Context: an optimization exercise on an open-source flow, tuned for small area, a short achievable clock period and few clock cycles. The choices shown serve that exercise and are no tape-out recipe.
In this exercise RTL edits were held to simulation tests only and were not proved equivalent to the original.
Power and IR drop assume default switching activity.

### flow/design.v
package nse_pkg;
	localparam int MAX_SAMPLES_DEF = 512;
	localparam int SAMPLE_BITS_DEF = 16;
	localparam int FIELD_W   = 16;
	localparam int IN_DATA_W = 32;
	localparam int EFF_W     = 24;
	localparam int STAT_W    = 2;
	localparam int SKIP_W = 9;
	localparam logic [SKIP_W-1:0] SKIP_RESET = 9'd50;
	localparam int APB_ADDR_W = 3;
	localparam int APB_DATA_W = 32;
	localparam int CNT_W = 10;   
	localparam int SO_W  = 25;   
	localparam int SOO_W = 40;   
	localparam int SEE_W = 41;   
	localparam int D_W   = 50;   
	localparam int N_W   = 51;   
	localparam logic [STAT_W-1:0] STAT_OK   = 2'd0;
	localparam logic [STAT_W-1:0] STAT_FEW  = 2'd1;
	localparam logic [STAT_W-1:0] STAT_FLAT = 2'd2;
endpackage
module nse_regs (
	input  logic                              clk,
	input  logic                              arst_n,
	input  logic                              psel,
	input  logic                              penable,
	input  logic                              pwrite,
	input  logic [nse_pkg::APB_ADDR_W-1:0]    paddr,
	input  logic [nse_pkg::APB_DATA_W-1:0]    pwdata,
	output logic [nse_pkg::APB_DATA_W-1:0]    prdata,
	output logic                              pready,
	output logic [nse_pkg::SKIP_W-1:0]        skip_count
);
	logic [nse_pkg::SKIP_W-1:0] skip_q;
	logic                       idx_q;
	assign pready = 1'b1;
	always_ff @(posedge clk or negedge arst_n) begin
		if (!arst_n) begin
			skip_q <= nse_pkg::SKIP_RESET;
		end else if (psel && penable && pwrite && !paddr[2]) begin
			skip_q <= pwdata[nse_pkg::SKIP_W-1:0];
		end
	end
	always_ff @(posedge clk) begin
		idx_q <= paddr[2];
	end
	assign prdata     = {{(nse_pkg::APB_DATA_W-nse_pkg::SKIP_W){1'b0}}, skip_q & {nse_pkg::SKIP_W{!idx_q}}};
	assign skip_count = skip_q;
endmodule
module nse_ctrl (
	input  logic                           clk,
	input  logic                           arst_n,
	input  logic                           handoff,
	output logic                           bk_idle,
	input  logic [nse_pkg::CNT_W-1:0]      n_i,
	input  logic [nse_pkg::SO_W-1:0]       so_i,
	input  logic [nse_pkg::SOO_W-1:0]      soo_i,
	input  logic [nse_pkg::SEE_W-1:0]      see_i,
	output logic                           m_tvalid,
	input  logic                           m_tready,
	output logic [nse_pkg::EFF_W-1:0]      m_tdata,
	output logic [nse_pkg::STAT_W-1:0]     m_tuser
);
	localparam int CNT_W = 10;
	localparam int SO_W  = 25;
	localparam int SOO_W = 40;
	localparam int SEE_W = 41;
	localparam int D_W   = 50;
	localparam int N_W   = 51;
	typedef enum logic [2:0] {
		B_IDLE = 3'd0,
		B_MUL  = 3'd1,
		B_CHK  = 3'd2,
		B_YC   = 3'd3,
		B_DIV  = 3'd4,
		B_FIN  = 3'd5,
		B_OUT  = 3'd6
	} bstate_t;
	bstate_t          st_q;
	logic [4:0]       k_q;
	logic [CNT_W-1:0] n_q;
	logic [SOO_W-1:0] soo_q;
	logic [SEE_W-1:0] see_q;
	logic [SO_W-1:0]  xq_q;     
	logic [D_W-1:0]   pd_q;     
	logic [N_W-1:0]   pn_q;     
	logic [nse_pkg::STAT_W-1:0] stat_q;
	logic             valid_q;
	logic nk, sk;
	assign nk = (k_q < 5'd10) ? n_q[k_q[3:0]] : 1'b0;
	assign sk = xq_q[k_q];
	logic [D_W-1:0] d_add_a, d_add_b;
	logic           d_cin;
	assign d_add_a = nk ? D_W'(soo_q) : '0;
	logic [D_W-1:0] so_ext;
	assign so_ext  = {{(D_W-SO_W){xq_q[SO_W-1]}}, xq_q};
	assign d_add_b = sk ? ((k_q == 5'd24) ? so_ext : ~so_ext) : '0;
	assign d_cin   = sk && (k_q != 5'd24);
	logic [D_W-1:0] pd_mul;
	assign pd_mul = {pd_q[D_W-2:0], 1'b0} + d_add_a + d_add_b + D_W'(d_cin);
	logic [N_W-1:0] pn_mul;
	assign pn_mul = {pn_q[N_W-2:0], 1'b0} + (nk ? N_W'(see_q) : '0);
	logic [N_W-1:0] t_sum;
	assign t_sum = pn_q + N_W'(pd_q[D_W-1:17]);
	logic [49:0] r_sh;
	logic [50:0] r_diff;
	logic        qb;
	assign r_sh   = {pn_q[48:0], xq_q[SO_W-1]};
	assign r_diff = {1'b0, r_sh} - {2'b0, pd_q[48:0]};
	assign qb     = !r_diff[50];
	logic        few, flat, sat;
	logic [23:0] eff;
	assign few  = n_q == '0;
	assign flat = pd_q == '0;
	assign sat  = xq_q[24] || (xq_q[23] && (xq_q[22:16] != 7'd0));
	assign eff  = sat ? 24'h800000 : (~xq_q[23:0] + 24'h010001);
	always_ff @(posedge clk or negedge arst_n) begin
		if (!arst_n) begin
			st_q    <= B_IDLE;
			valid_q <= 1'b0;
			k_q     <= '0;
		end else begin
			case (st_q)
				B_IDLE: if (handoff) begin st_q <= B_MUL; k_q <= 5'd24; end
				B_MUL: begin
					k_q <= k_q - 5'd1;
					if (k_q == 5'd0) st_q <= B_CHK;
				end
				B_CHK: st_q <= (few || flat) ? B_FIN : B_YC;
				B_YC: begin st_q <= B_DIV; k_q <= 5'd24; end
				B_DIV: begin
					k_q <= k_q - 5'd1;
					if (k_q == 5'd0) st_q <= B_FIN;
				end
				B_FIN: begin st_q <= B_OUT; valid_q <= 1'b1; end
				B_OUT: if (m_tready) begin st_q <= B_IDLE; valid_q <= 1'b0; end
				default: st_q <= B_IDLE;
			endcase
		end
	end
	always_ff @(posedge clk) begin
		case (st_q)
			B_IDLE: if (handoff) begin
				n_q   <= n_i;
				soo_q <= soo_i;
				see_q <= see_i;
				xq_q  <= so_i;
				pd_q  <= '0;
				pn_q  <= '0;
			end
			B_MUL: begin
				pd_q <= pd_mul;
				pn_q <= pn_mul;
			end
			B_YC: begin
				pn_q <= N_W'(t_sum[N_W-1:9]);
				xq_q <= {t_sum[8:0], pd_q[16:1]};
			end
			B_DIV: begin
				pn_q <= qb ? N_W'(r_diff[49:0]) : N_W'(r_sh);
				xq_q <= {xq_q[SO_W-2:0], qb};
			end
			B_FIN: begin
				stat_q <= few ? nse_pkg::STAT_FEW : (flat ? nse_pkg::STAT_FLAT : nse_pkg::STAT_OK);
				xq_q   <= (few || flat) ? '0 : SO_W'(eff);
			end
			default: ;
		endcase
	end
	assign bk_idle  = st_q == B_IDLE;
	assign m_tvalid = valid_q;
	assign m_tdata  = xq_q[23:0];
	assign m_tuser  = stat_q;
endmodule
module nse_dp (
	input  logic                           clk,
	input  logic                           arst_n,
	input  logic                           s_tvalid,
	output logic                           s_tready,
	input  logic [nse_pkg::IN_DATA_W-1:0]  s_tdata,
	input  logic                           s_tlast,
	input  logic [nse_pkg::SKIP_W-1:0]     skip_count,
	input  logic                           bk_idle,
	output logic                           handoff,
	output logic [nse_pkg::CNT_W-1:0]      n_o,
	output logic [nse_pkg::SO_W-1:0]       so_o,
	output logic [nse_pkg::SOO_W-1:0]      soo_o,
	output logic [nse_pkg::SEE_W-1:0]      see_o
);
	localparam int CNT_W = 10;
	localparam int SO_W  = 25;
	localparam int SOO_W = 40;
	localparam int SEE_W = 41;
	logic        rdy_q;
	logic        take, take_last;
	logic [CNT_W-1:0] idx_q;      
	logic        in_win;
	assign take      = s_tvalid && rdy_q;
	assign take_last = take && s_tlast;
	assign in_win    = !idx_q[CNT_W-1] && (idx_q >= CNT_W'(skip_count));
	logic signed [15:0] o_q;
	logic signed [16:0] e_q;
	logic               v_q, l_q;
	always_ff @(posedge clk) begin
		o_q <= s_tdata[31:16];
		e_q <= {s_tdata[15], s_tdata[15:0]} - {s_tdata[31], s_tdata[31:16]};
		l_q <= s_tlast;
	end
	always_ff @(posedge clk or negedge arst_n) begin
		if (!arst_n) begin
			v_q   <= 1'b0;
			idx_q <= '0;
		end else begin
			v_q <= take && in_win;
			if (take) begin
				if (s_tlast) idx_q <= '0;
				else if (!idx_q[CNT_W-1]) idx_q <= idx_q + CNT_W'(1);
			end
		end
	end
	logic t_q;
	always_ff @(posedge clk or negedge arst_n) begin
		if (!arst_n) t_q <= 1'b0;
		else         t_q <= take;
	end
	logic close_in;
	assign close_in = t_q && l_q;
	logic [CNT_W-1:0] n_q;
	logic [SO_W-1:0]  so_q;
	logic [SOO_W-1:0] soo_q;
	logic [SEE_W-1:0] see_q;
	logic             closed_q, fresh_q, clr;
	assign handoff = closed_q && bk_idle;
	assign clr     = handoff || fresh_q;
	logic [15:0] ao, ae;
	assign ao = v_q ? (o_q[15] ? 16'(-o_q) : 16'(o_q)) : 16'd0;
	assign ae = v_q ? (e_q[16] ? 16'(-e_q) : 16'(e_q)) : 16'd0;
	logic [SOO_W-1:0] soo_nxt;
	logic [SEE_W-1:0] see_nxt;
	always_comb begin
		soo_nxt = clr ? '0 : soo_q;
		see_nxt = clr ? '0 : see_q;
		for (int i = 0; i < 16; i++) begin
			soo_nxt = soo_nxt + (SOO_W'(ao[i]) << (2*i));
			see_nxt = see_nxt + (SEE_W'(ae[i]) << (2*i));
			for (int j = i + 1; j < 16; j++) begin
				soo_nxt = soo_nxt + (SOO_W'(ao[i] & ao[j]) << (i + j + 1));
				see_nxt = see_nxt + (SEE_W'(ae[i] & ae[j]) << (i + j + 1));
			end
		end
	end
	always_ff @(posedge clk) begin
		n_q   <= (clr ? '0 : n_q) + CNT_W'(v_q);
		so_q  <= (clr ? '0 : so_q) + (v_q ? {{(SO_W-16){o_q[15]}}, o_q} : '0);
		soo_q <= soo_nxt;
		see_q <= see_nxt;
	end
	always_ff @(posedge clk or negedge arst_n) begin
		if (!arst_n) begin
			fresh_q  <= 1'b1;
			closed_q <= 1'b0;
			rdy_q    <= 1'b1;
		end else begin
			fresh_q  <= 1'b0;
			closed_q <= close_in || (closed_q && !bk_idle);
			if (rdy_q) begin
				if (take_last && (!bk_idle || closed_q || close_in)) rdy_q <= 1'b0;
			end else begin
				if (!close_in && !(closed_q && !bk_idle)) rdy_q <= 1'b1;
			end
		end
	end
	assign s_tready = rdy_q;
	assign n_o   = n_q;
	assign so_o  = so_q;
	assign soo_o = soo_q;
	assign see_o = see_q;
endmodule
module nash_sutcliffe_efficiency_top #(
	parameter int MAX_SAMPLES = nse_pkg::MAX_SAMPLES_DEF,
	parameter int SAMPLE_BITS = nse_pkg::SAMPLE_BITS_DEF
) (
	input  logic                              clk,
	input  logic                              arst_n,
	input  logic                              s_tvalid,
	output logic                              s_tready,
	input  logic [nse_pkg::IN_DATA_W-1:0]     s_tdata,    
	input  logic                              s_tlast,    
	output logic                              m_tvalid,
	input  logic                              m_tready,
	output logic [nse_pkg::EFF_W-1:0]         m_tdata,    
	output logic [nse_pkg::STAT_W-1:0]        m_tuser,    
	input  logic                              psel,
	input  logic                              penable,
	input  logic                              pwrite,
	input  logic [nse_pkg::APB_ADDR_W-1:0]    paddr,
	input  logic [nse_pkg::APB_DATA_W-1:0]    pwdata,
	output logic [nse_pkg::APB_DATA_W-1:0]    prdata,
	output logic                              pready
);
	logic [nse_pkg::SKIP_W-1:0] skip_count;
	logic                       bk_idle, handoff;
	logic [nse_pkg::CNT_W-1:0]  n_v;
	logic [nse_pkg::SO_W-1:0]   so_v;
	logic [nse_pkg::SOO_W-1:0]  soo_v;
	logic [nse_pkg::SEE_W-1:0]  see_v;
	nse_regs u_regs (
		.clk        (clk),
		.arst_n     (arst_n),
		.psel       (psel),
		.penable    (penable),
		.pwrite     (pwrite),
		.paddr      (paddr),
		.pwdata     (pwdata),
		.prdata     (prdata),
		.pready     (pready),
		.skip_count (skip_count)
	);
	nse_dp u_dp (
		.clk        (clk),
		.arst_n     (arst_n),
		.s_tvalid   (s_tvalid),
		.s_tready   (s_tready),
		.s_tdata    (s_tdata),
		.s_tlast    (s_tlast),
		.skip_count (skip_count),
		.bk_idle    (bk_idle),
		.handoff    (handoff),
		.n_o        (n_v),
		.so_o       (so_v),
		.soo_o      (soo_v),
		.see_o      (see_v)
	);
	nse_ctrl u_ctrl (
		.clk      (clk),
		.arst_n   (arst_n),
		.handoff  (handoff),
		.bk_idle  (bk_idle),
		.n_i      (n_v),
		.so_i     (so_v),
		.soo_i    (soo_v),
		.see_i    (see_v),
		.m_tvalid (m_tvalid),
		.m_tready (m_tready),
		.m_tdata  (m_tdata),
		.m_tuser  (m_tuser)
	);
endmodule
### flow/run.sh
#!/bin/bash
# synth_recipe.tcl (not shown) runs the flow's synth.tcl, then flattens the netlist and writes it again
# the make line also repeats each setting of config.mk as NAME=value (left out here)
make -C /OpenROAD-flow-scripts/flow DESIGN_CONFIG=/design/flow/config.mk WORK_HOME=/design/flow/orfs CLKGATE_MAP_FILE= SYNTH_SCRIPT=/design/flow/synth_recipe.tcl finish
### flow/config.mk
export PLATFORM = sky130hd
export DESIGN_NAME = nash_sutcliffe_efficiency_top
export DESIGN_NICKNAME = nash_sutcliffe_efficiency_top
export VERILOG_FILES = /design/flow/design.v
export SDC_FILE = /design/flow/constraint.sdc
export NUM_CORES = 4
export LEC_CHECK = 0
export CAP_MARGIN = 20
export CORE_MARGIN = 2
export CORE_UTILIZATION = 40
export SLEW_MARGIN = 20
### flow/constraint.sdc
create_clock -name core_clock -period 12.0 [get_ports {clk}]
set_input_delay 2.4000 -clock core_clock [delete_from_list [all_inputs] [get_ports {clk}]]
set_output_delay 2.4000 -clock core_clock [all_outputs]
set_load 0.01 [all_outputs]
==> reports/metrics.cfg <==
[critical_path]
cp_slowest_cell=nor2_4
crit_top_cell=fa_1
path_cells=nor3_1, nand2_1, clkinv_2, nor2_4, buf_4, nand2_1, fa_1, fa_1, fa_1, inv_1, fa_1, inv_1, fa_1, inv_1, ha_1, nand4_1, o311ai_0, nand4_1, nor2_1, o211ai_1, o21ai_0, xnor2_1, nor2_1
worstSetupPathType=register to register
startpoint_type=register
critical_path.endpoint_type=register
cp.buffers_inverters=5
critPathArrivalTime_ns=9.12
worstPathMaxFanout=42
cp_data_required_time_ns=12.48
critical-path-top-delay-family=adder cells
critical_path.max_stage_delay_ns=0.87

[route]
vias=32170
final_antenna_net_count=0
wirelength_mm=108.1
wire_per_inst_um=18.34
drc=0
drt_iter0_drc=2330
vias_per_cell=5.458
first_pass_iters=6

[hold_path]
hold_path.class=register to register

[sta]
fin_skew_ns=0.04762
finalSetupTns_ns=0
post-route-period-util=0.7193
report.final.setup_viol=0
hold_violations=0
period_needed_ns=8.631
slew_headroom=0.3210
worst_slew_pin_slew_ns=1.019
fmax_mhz=115.9
slew_violations=0
rsz0062_at_grt=false
hold_ws_ns=0.3961

[synthesis]
syn_avg_cell_area_sq_um=8.905
synth_cells=4542
ys.flop_type=edfxtp_1
syn_area_sq_mm=0.04045
async_flop_share=0.08189
yosysWarnings=3
ys_seq_elements=403
seq_area_frac_synth=0.2579
synth-edff-count=219
ys_types=100

[flow_run]
drv_cap=0

[clock_network]
clock_sinks=403
clkSlewWorstSetupHoldPaths_ns=0.06
cts_tree=done
postCtsSetupBuffers=0
cts_buffer_depth=3
cts_hold_buf=0
insertion_delay_ns=0.65
cts.repair.resized=0
cts_buffers=51
cts-root-buf=clkbuf_16
htreeDepth=2

[die]
pin_count=136
die_h_um=322.0
fp.dieW_um=322.0
placeableCoreArea_sq_mm=0.1001
row_count=116
initial_utilization=0.4039
dieArea_sq_mm=0.1037

[place]
place_congestion=0.9233
hpwl_mm=85.81
port_buffers=86

[grt]
grt_max_degree=82
grtUsageTotal=0.2095
grt_pass1_wl_mm=172.3
antenna_found_initial=0
grt_pass1_vias=31610
grt-ovfl-total=0

[power_and_ir_drop]
vdd_drop_max_mv=0.1529
leakage_nw=20.94
powerDensity_mw_per_mm2=234.9

[finish]
syn_to_final_growth_pct=9.364
drive_gt1_frac=0.04091
nets=5347

[outcome]
status=finished clean

metal layers:
metal  vias up  wire [um]  global-route usage
met5         -          0                   0
met1     15480      47960              0.2798
met2       886      49790              0.3452
met3       181       6714             0.03408
li1      15630          -                   -
met4         0       3637             0.06771
per-stage QoR:
stage	worst slack [ns]	utilization	area (sq um)	total power, W	cells
2_1_floorplan	4.148	-	40560	0.006962	4572
3_3_place_gp	3.408	0.4239	42460	0.008665	5797
3_5_place_dp	3.349	0.4239	42460	0.008701	5797
4_1_cts	3.361	0.4416	44220	0.01039	5893
5_1_grt	2.749	0.4417	44230	0.01123	5893
6_report	3.369	0.4417	44230	0.01039	5894
Yosys cell counts, drive strengths merged (13+ instances only):
cell type	number	area share
a21oi	295	0.037
nor4	27	0.0042
clkbuf	141	0.013
a211oi	25	0.0049
a22oi	23	0.0043
nor2	425	0.040
inv	455	0.042
nor2b	40	0.0062
buf	38	0.0062
dfxtp	151	0.075
edfxtp	219	0.16
xor2	159	0.034
o211ai	27	0.0051
o221ai	13	0.0028
o21bai	38	0.0071
a221o	14	0.0035
a21o	155	0.029
o21ai	216	0.027
dfrtp	28	0.017
nor3	52	0.0068
nand2b	58	0.0090
fa	258	0.13
o31ai	14	0.0026
nand4	37	0.0057
ha	462	0.14
or3	22	0.0035
a31oi	29	0.0052
and3	46	0.0071
o21a	34	0.0063
nand3	82	0.010
xnor2	186	0.040
nand2	396	0.037
and2	172	0.027
kinds of logic (layout without fill, tap and decap cells):
logic type               Yosys count  count (layout)  share of synthesized area
AO/OA/AOI/OAI                    995             995                     0.1589
XOR/XNOR                         345             345                    0.07471
adder cells (fa/ha/maj)          721             721                     0.2709
buffers and inverters            643             666                    0.06240
flip-flops                       403             403                     0.2579
multiplexers                      28              28                    0.01009
other                              2              33                  0.0001857
AND/OR/NAND/NOR                 1405            1405                     0.1649
state kept, by name (all words and copies together) (netlist names), 10 cells and up:
name / flops
u_ctrl.n_q: 10
u_ctrl.pd_q: 50
u_ctrl.pn_q: 51
u_ctrl.see_q: 41
u_ctrl.soo_q: 40
u_ctrl.xq_q: 25
u_dp.e_q: 17
u_dp.idx_q: 10
u_dp.n_q: 10
u_dp.o_q: 16
u_dp.see_q: 41
u_dp.so_q: 25
u_dp.soo_q: 40
worst paths after layout:
kind / from / to / slack, ns / cells after the start
worst max register to register: u_ctrl.st_q[0]$_DFFE_PN0P_ / u_dp.soo_q[38]$_DFF_P_ / 3.37 / 23
worst min-delay path: u_dp.see_q[21]$_DFF_P_ / u_ctrl.see_q[21]$_DFFE_PP_ / 0.40 / 0
worst max-delay path: u_ctrl.st_q[0]$_DFFE_PN0P_ / u_dp.soo_q[38]$_DFF_P_ / 3.37 / 23
max in group asynchronous: arst_n / u_ctrl.k_q[1]$_DFFE_PN0P_ / 9.55 / 1
min in group asynchronous: arst_n / u_dp.v_q$_DFF_PN0_ / 1.88 / 1
worst min register to register: u_dp.see_q[21]$_DFF_P_ / u_ctrl.see_q[21]$_DFFE_PP_ / 0.40 / 0
layout make-up:
class | count | area (sq um)
Fill cell | 9830 | 55910
Multi-Input combinational cell | 3526 | 27660
Sequential cell | 403 | 10430
Inverter | 464 | 1743
Tap cell | 1298 | 1624
Clock buffer | 66 | 1458
Timing Repair Buffer | 106 | 1006
Clock inverter | 30 | 311.5
Antenna cell | 1 | 2.502
cells in the final DEF (no fill, tap or decap), types with 20 or more instances in the layout:
| master | n |
|---|---|
| ha_1 | 462 |
| inv_1 | 453 |
| nor2_1 | 420 |
| nand2_1 | 394 |
| a21oi_1 | 293 |
| fa_1 | 258 |
| edfxtp_1 | 219 |
| o21ai_0 | 206 |
| xnor2_1 | 186 |
| and2_1 | 171 |
| xor2_1 | 159 |
| a21o_1 | 155 |
| dfxtp_1 | 151 |
| clkdlybuf4s50_1 | 85 |
| nand3_1 | 81 |
| nand2b_1 | 57 |
| clkbuf_16 | 55 |
| nor3_1 | 49 |
| and3_1 | 46 |
| nor2b_1 | 39 |
| o21bai_1 | 38 |
| nand4_1 | 37 |
| o21a_1 | 34 |
| conb_1 | 32 |
| dfrtp_1 | 28 |
| a31oi_1 | 27 |
| nor4_1 | 26 |
| o211ai_1 | 26 |
| a22oi_1 | 23 |
| a211oi_1 | 23 |
| or3_1 | 20 |
| buf_4 | 20 |
report_power, final:
group | total (W) | switching (W) | internal [W] | leakage (nW)
sequential | 0.00264 | 0.000598 | 0.00204 | 3.80
combinational | 0.00613 | 0.00374 | 0.00239 | 16.3
clock | 0.00163 | 0.000677 | 0.000953 | 0.857
total | 0.0104 | 0.00501 | 0.00538 | 20.9
worst register-to-register path, cell delays in order, from the launching register on:
cell and delay, ns:
dfrtp_1 0.74, nor3_1 0.09, nand2_1 0.27, clkinv_2 0.66
nor2_4 0.87, buf_4 0.52, nand2_1 0.16, fa_1 0.54
fa_1 0.44, fa_1 0.51, inv_1 0.06, fa_1 0.56
inv_1 0.06, fa_1 0.53, inv_1 0.04, ha_1 0.37
nand4_1 0.14, o311ai_0 0.76, nand4_1 0.30, nor2_1 0.29
o211ai_1 0.18, o21ai_0 0.23, xnor2_1 0.14, nor2_1 0.05
Testbench counts, summed over its fixed seeds: cycles 17,123.

-- afterwards: timing with drivers on the ports --
In the flow no input, the clock included, has a driving cell. The finished layout below was timed again as built, in two steps.
Step 1: set_driving_cell puts a clkbuf_16 on clk and a buf_2 on each other input, an assumption about the parent block.
Step 2, shift: input delay + t, output delay - t, t = (earliest + latest rising clock arrival at the registers) / 2. This alone moves slack from input paths to output paths.
a / b / c = ideal / step 1 / step 2; a / b = the first two.
t (ns): 0.693
setup WS [ns]: 3.369 / 3.369 / 3.369
pins driven straight from the clock port: 1
After both steps setup and hold are still met in this run. The setup slack of this run moves by 0.000 ns with the drivers and by 0.000 ns with both steps.
